This is an optimization exercise on Yosys and OpenROAD, whose aim is small area, a short achievable clock period and few clock cycles per item, not a production implementation. RTL that was checked went through simulation tests only; none was proved equivalent to the original. No activity file was given, so power comes from the tool's default toggle rates.

==> module systolic_top, before the edit <==
module systolic_top #(
	parameter int MAX_K = 9
) (
	input wire clk,
	input wire rst,
	input logic start_i,
	input logic [systolic_pkg::K_W-1:0] k_i,
	input systolic_pkg::word_t a_rdata_i,  
	input systolic_pkg::word_t b_rdata_i,  
	output systolic_pkg::idx_t rd_index_o,
	output logic out_we_o,
	output systolic_pkg::idx_t out_index_o,
	output systolic_pkg::word_t out_wdata_o,
	output logic done_o
);
	localparam int K_W = systolic_pkg::K_W;
	localparam int CS_W = 14;
	logic run_q;              
	logic [K_W-1:0] t_q;      
	logic [3:0] roh_q;        
	logic [K_W-1:0] klast_q;  
	logic k1_q;               
	logic last_q;             
	logic [K_W-1:0] klast_in;
	logic k1_in;
	logic idle;
	logic active;
	logic last;
	logic last_d;
	logic [7:0] a_sel;
	logic [7:0] a_q;          
	logic [7:0] a3_q;         
	logic [3:0] e1_q [4];     
	logic [3:0] e2_q [4];     
	logic [3:0] e3_q [4];     
	logic first1_q;           
	logic last1_q;            
	logic fin1_q;             
	logic [CS_W-1:0] cs_q [4];
	logic first2_q;
	logic last2_q;
	logic fin2_q;
	logic [7:0] acc_q [4];
	logic we_q;
	logic [1:0] wrow_q;       
	logic done_q;
	always_comb begin
		if (k_i > K_W'(MAX_K)) begin
			klast_in = K_W'(MAX_K - 1);
		end else if (k_i == '0) begin
			klast_in = '0;
		end else begin
			klast_in = k_i - K_W'(1);
		end
	end
	assign idle = ~run_q & ~fin1_q & ~fin2_q & ~done_q;
	assign active = run_q | (idle & start_i);
	assign k1_in = (k_i[K_W-1:1] == '0);
	assign last = run_q ? last_q : k1_in;
	always_comb begin
		if (last) begin
			last_d = run_q ? k1_q : k1_in;  
		end else if (run_q) begin
			last_d = (t_q + K_W'(1) == klast_q);
		end else begin
			last_d = (k_i == K_W'(2));
		end
	end
	always_ff @(posedge clk or posedge rst) begin
		if (rst) begin
			run_q <= 1'b0;
			last_q <= 1'b0;
			t_q <= '0;
			roh_q <= 4'b0001;
			last1_q <= 1'b0;
			fin1_q <= 1'b0;
			last2_q <= 1'b0;
			fin2_q <= 1'b0;
			we_q <= 1'b0;
			wrow_q <= '0;
			done_q <= 1'b0;
		end else begin
			if (active) begin
				run_q <= ~(last & roh_q[3]);
				last_q <= last_d;
				if (last) begin
					t_q <= '0;
					roh_q <= {roh_q[2:0], roh_q[3]};
				end else begin
					t_q <= t_q + K_W'(1);
				end
			end
			last1_q <= active & last;
			fin1_q <= active & last & roh_q[3];
			last2_q <= last1_q;
			fin2_q <= fin1_q;
			we_q <= last2_q;
			if (we_q) begin
				wrow_q <= wrow_q + 2'd1;
			end
			done_q <= fin2_q;
		end
	end
	always_ff @(posedge clk) begin
		if (idle) begin
			klast_q <= klast_in;
			k1_q <= k1_in;
		end
		first1_q <= (t_q == '0);
		first2_q <= first1_q;
		a_q <= a_sel;
		a3_q <= a3_sel;
	end
	assign a_sel = ({8{roh_q[0]}} & a_rdata_i[31:24])
		| ({8{roh_q[1]}} & a_rdata_i[23:16])
		| ({8{roh_q[2]}} & a_rdata_i[15:8])
		| ({8{roh_q[3]}} & a_rdata_i[7:0]);
	logic [7:0] a3_sel;
	logic [7:0] a3_g;
	logic [7:0] a3_p;
	logic [7:0] a3_c;
	always_comb begin
		logic [7:0] g1, p1, g2, p2, g4;
		a3_g = 8'd0;
		a3_p = 8'd0;
		for (int i = 1; i < 8; i++) begin
			a3_g[i] = a_sel[i] & a_sel[i-1];
			a3_p[i] = a_sel[i] ^ a_sel[i-1];
		end
		g1 = a3_g;
		p1 = a3_p;
		for (int i = 1; i < 8; i++) begin
			g1[i] = a3_g[i] | (a3_p[i] & a3_g[i-1]);
			p1[i] = a3_p[i] & a3_p[i-1];
		end
		g2 = g1;
		p2 = p1;
		for (int i = 2; i < 8; i++) begin
			g2[i] = g1[i] | (p1[i] & g1[i-2]);
			p2[i] = p1[i] & p1[i-2];
		end
		g4 = g2;
		for (int i = 4; i < 8; i++) begin
			g4[i] = g2[i] | (p2[i] & g2[i-4]);
		end
		a3_c = {g4[6:0], 1'b0};  
		a3_sel = a3_p ^ a3_c;
		a3_sel[0] = a_sel[0];
	end
	for (genvar c = 0; c < 4; c++) begin : g_mac
		logic [CS_W-1:0] cs_d;
		logic [7:0] acc_in;
		logic [7:0] acc_d;
		logic [7:0] b_elem;
		assign b_elem = b_rdata_i[31-8*c -: 8];
		always_ff @(posedge clk) begin
			for (int i = 0; i < 4; i++) begin
				e1_q[c][i] <= (b_elem[2*i+1 -: 2] == 2'd1);
				e2_q[c][i] <= (b_elem[2*i+1 -: 2] == 2'd2);
				e3_q[c][i] <= (b_elem[2*i+1 -: 2] == 2'd3);
			end
		end
		mac_s1 s1_inst (
			.a_i(a_q),
			.a3_i(a3_q),
			.e1_i(e1_q[c]),
			.e2_i(e2_q[c]),
			.e3_i(e3_q[c]),
			.cs_o(cs_d)
		);
		assign acc_in = first2_q ? 8'd0 : acc_q[c];
		mac_s2 s2_inst (
			.cs_i(cs_q[c]),
			.acc_i(acc_in),
			.y_o(acc_d)
		);
		always_ff @(posedge clk) begin
			cs_q[c] <= cs_d;
			acc_q[c] <= acc_d;
		end
		assign out_wdata_o[8*c +: 8] = acc_q[c];
	end
	assign rd_index_o = {4'b0, t_q};
	assign out_we_o = we_q;
	assign out_index_o = {6'b0, wrow_q};
	assign done_o = done_q;
endmodule
==> flow/config.mk <==
export PLATFORM = sky130hd
export DESIGN_NAME = systolic_top
export DESIGN_NICKNAME = systolic_top
export VERILOG_FILES = /design/flow/design.v
export SDC_FILE = /design/flow/constraint.sdc
export NUM_CORES = 4
export LEC_CHECK = 0
export CAP_MARGIN = 20
export CORE_MARGIN = 2
export CORE_UTILIZATION = 40
export CTS_BUF_LIST = sky130_fd_sc_hd__clkbuf_4 sky130_fd_sc_hd__clkbuf_8
export SETUP_SLACK_MARGIN = 2.75
export SLEW_MARGIN = 20
==> flow/constraint.sdc <==
create_clock -name core_clock -period 5.0 [get_ports {clk}]
set_input_delay 1.0000 -clock core_clock [delete_from_list [all_inputs] [get_ports {clk}]]
set_output_delay 1.0000 -clock core_clock [all_outputs]
set_load 0.01 [all_outputs]
standard.sh (not shown) runs the stock make flow with config.mk's settings and CLKGATE_MAP_FILE= SYNTH_SCRIPT=/design/flow/synth_recipe.tcl, a recipe that flattens the netlist after the stock synthesis.
==> flow/flow/run.sh <==
#!/bin/bash
# The standard layout, with buf_1 cells as the port buffers.
export BUFFER_PORTS_ARGS="-buffer_cell sky130_fd_sc_hd__buf_1"
bash standard.sh > standard.log 2>&1
Testbench counts at the start, summed over its fixed seeds: cycles 27,344, items 1,200.
Next try:
--- a/flow/design.v
+++ b/flow/design.v
@@ -119,4 +119,5 @@
 	logic run_q;              
 	logic [K_W-1:0] t_q;      
+	logic [1:0] r_q;          
 	logic [3:0] roh_q;        
 	logic [K_W-1:0] klast_q;  
@@ -137,12 +138,14 @@
 	logic first1_q;           
 	logic last1_q;            
+	logic [1:0] r1_q;
 	logic fin1_q;             
 	logic [CS_W-1:0] cs_q [4];
 	logic first2_q;
 	logic last2_q;
+	logic [1:0] r2_q;
 	logic fin2_q;
 	logic [7:0] acc_q [4];
 	logic we_q;
-	logic [1:0] wrow_q;       
+	logic [1:0] wrow_q;
 	logic done_q;
 	always_comb begin
@@ -173,4 +176,5 @@
 			last_q <= 1'b0;
 			t_q <= '0;
+			r_q <= '0;
 			roh_q <= 4'b0001;
 			last1_q <= 1'b0;
@@ -179,12 +183,12 @@
 			fin2_q <= 1'b0;
 			we_q <= 1'b0;
-			wrow_q <= '0;
 			done_q <= 1'b0;
 		end else begin
 			if (active) begin
-				run_q <= ~(last & roh_q[3]);
+				run_q <= ~(last & (r_q == 2'd3));
 				last_q <= last_d;
 				if (last) begin
 					t_q <= '0;
+					r_q <= r_q + 2'd1;
 					roh_q <= {roh_q[2:0], roh_q[3]};
 				end else begin
@@ -193,11 +197,8 @@
 			end
 			last1_q <= active & last;
-			fin1_q <= active & last & roh_q[3];
+			fin1_q <= active & last & (r_q == 2'd3);
 			last2_q <= last1_q;
 			fin2_q <= fin1_q;
 			we_q <= last2_q;
-			if (we_q) begin
-				wrow_q <= wrow_q + 2'd1;
-			end
 			done_q <= fin2_q;
 		end
@@ -210,4 +211,7 @@
 		first1_q <= (t_q == '0);
 		first2_q <= first1_q;
+		r1_q <= r_q;
+		r2_q <= r1_q;
+		wrow_q <= r2_q;
 		a_q <= a_sel;
 		a3_q <= a3_sel;
=>
- The changed run finished clean
- first-iteration DRC count went up by about a fifth
- power is higher by about a fifth
- combinational power goes up by well over a third
- cell count came out higher slightly
- register-to-register slack stays flat
- global-route usage increases by 0.63 points
- area after synthesis grows slightly
- via count went up slightly
- wire length rises by a few percent
- die area grows slightly
- utilization is higher by 0.70 points
- worst hold slack barely changes
- sequential power is higher by a little under a tenth
For the second run of this note, only the layout was checked, not whether the RTL still works.

-- afterwards: timing with drivers on the ports --
The flow's constraints put no driver on any port. The routed layouts listed below were extracted and timed again, unchanged, in two steps. Step 1 assumes that a clkbuf_16 drives the clock port and a buf_2 every other input. Step 2 adds t to the input delays and takes it off the output delays; t is the mean of the earliest and latest rising clock arrival at the registers after step 1. Input paths then give back, and output paths get back, about the clock's delay inside the block. a / b / c = no drivers / after step 1 / after step 2; a / b = the first two.
run | t (ns) | setup slack, ns | worst register clock-pin slew, ns
the first run | 0.498 | 2.806 / 2.806 / 2.429 | 0.09 / 0.09
the second run | 0.496 | 2.821 / 2.821 / 2.410 | 0.10 / 0.10
After both steps setup and hold are still met in every run listed. For the second run, which loses most, drivers alone change the setup slack by 0.000 ns; drivers and shift together by -0.411 ns.
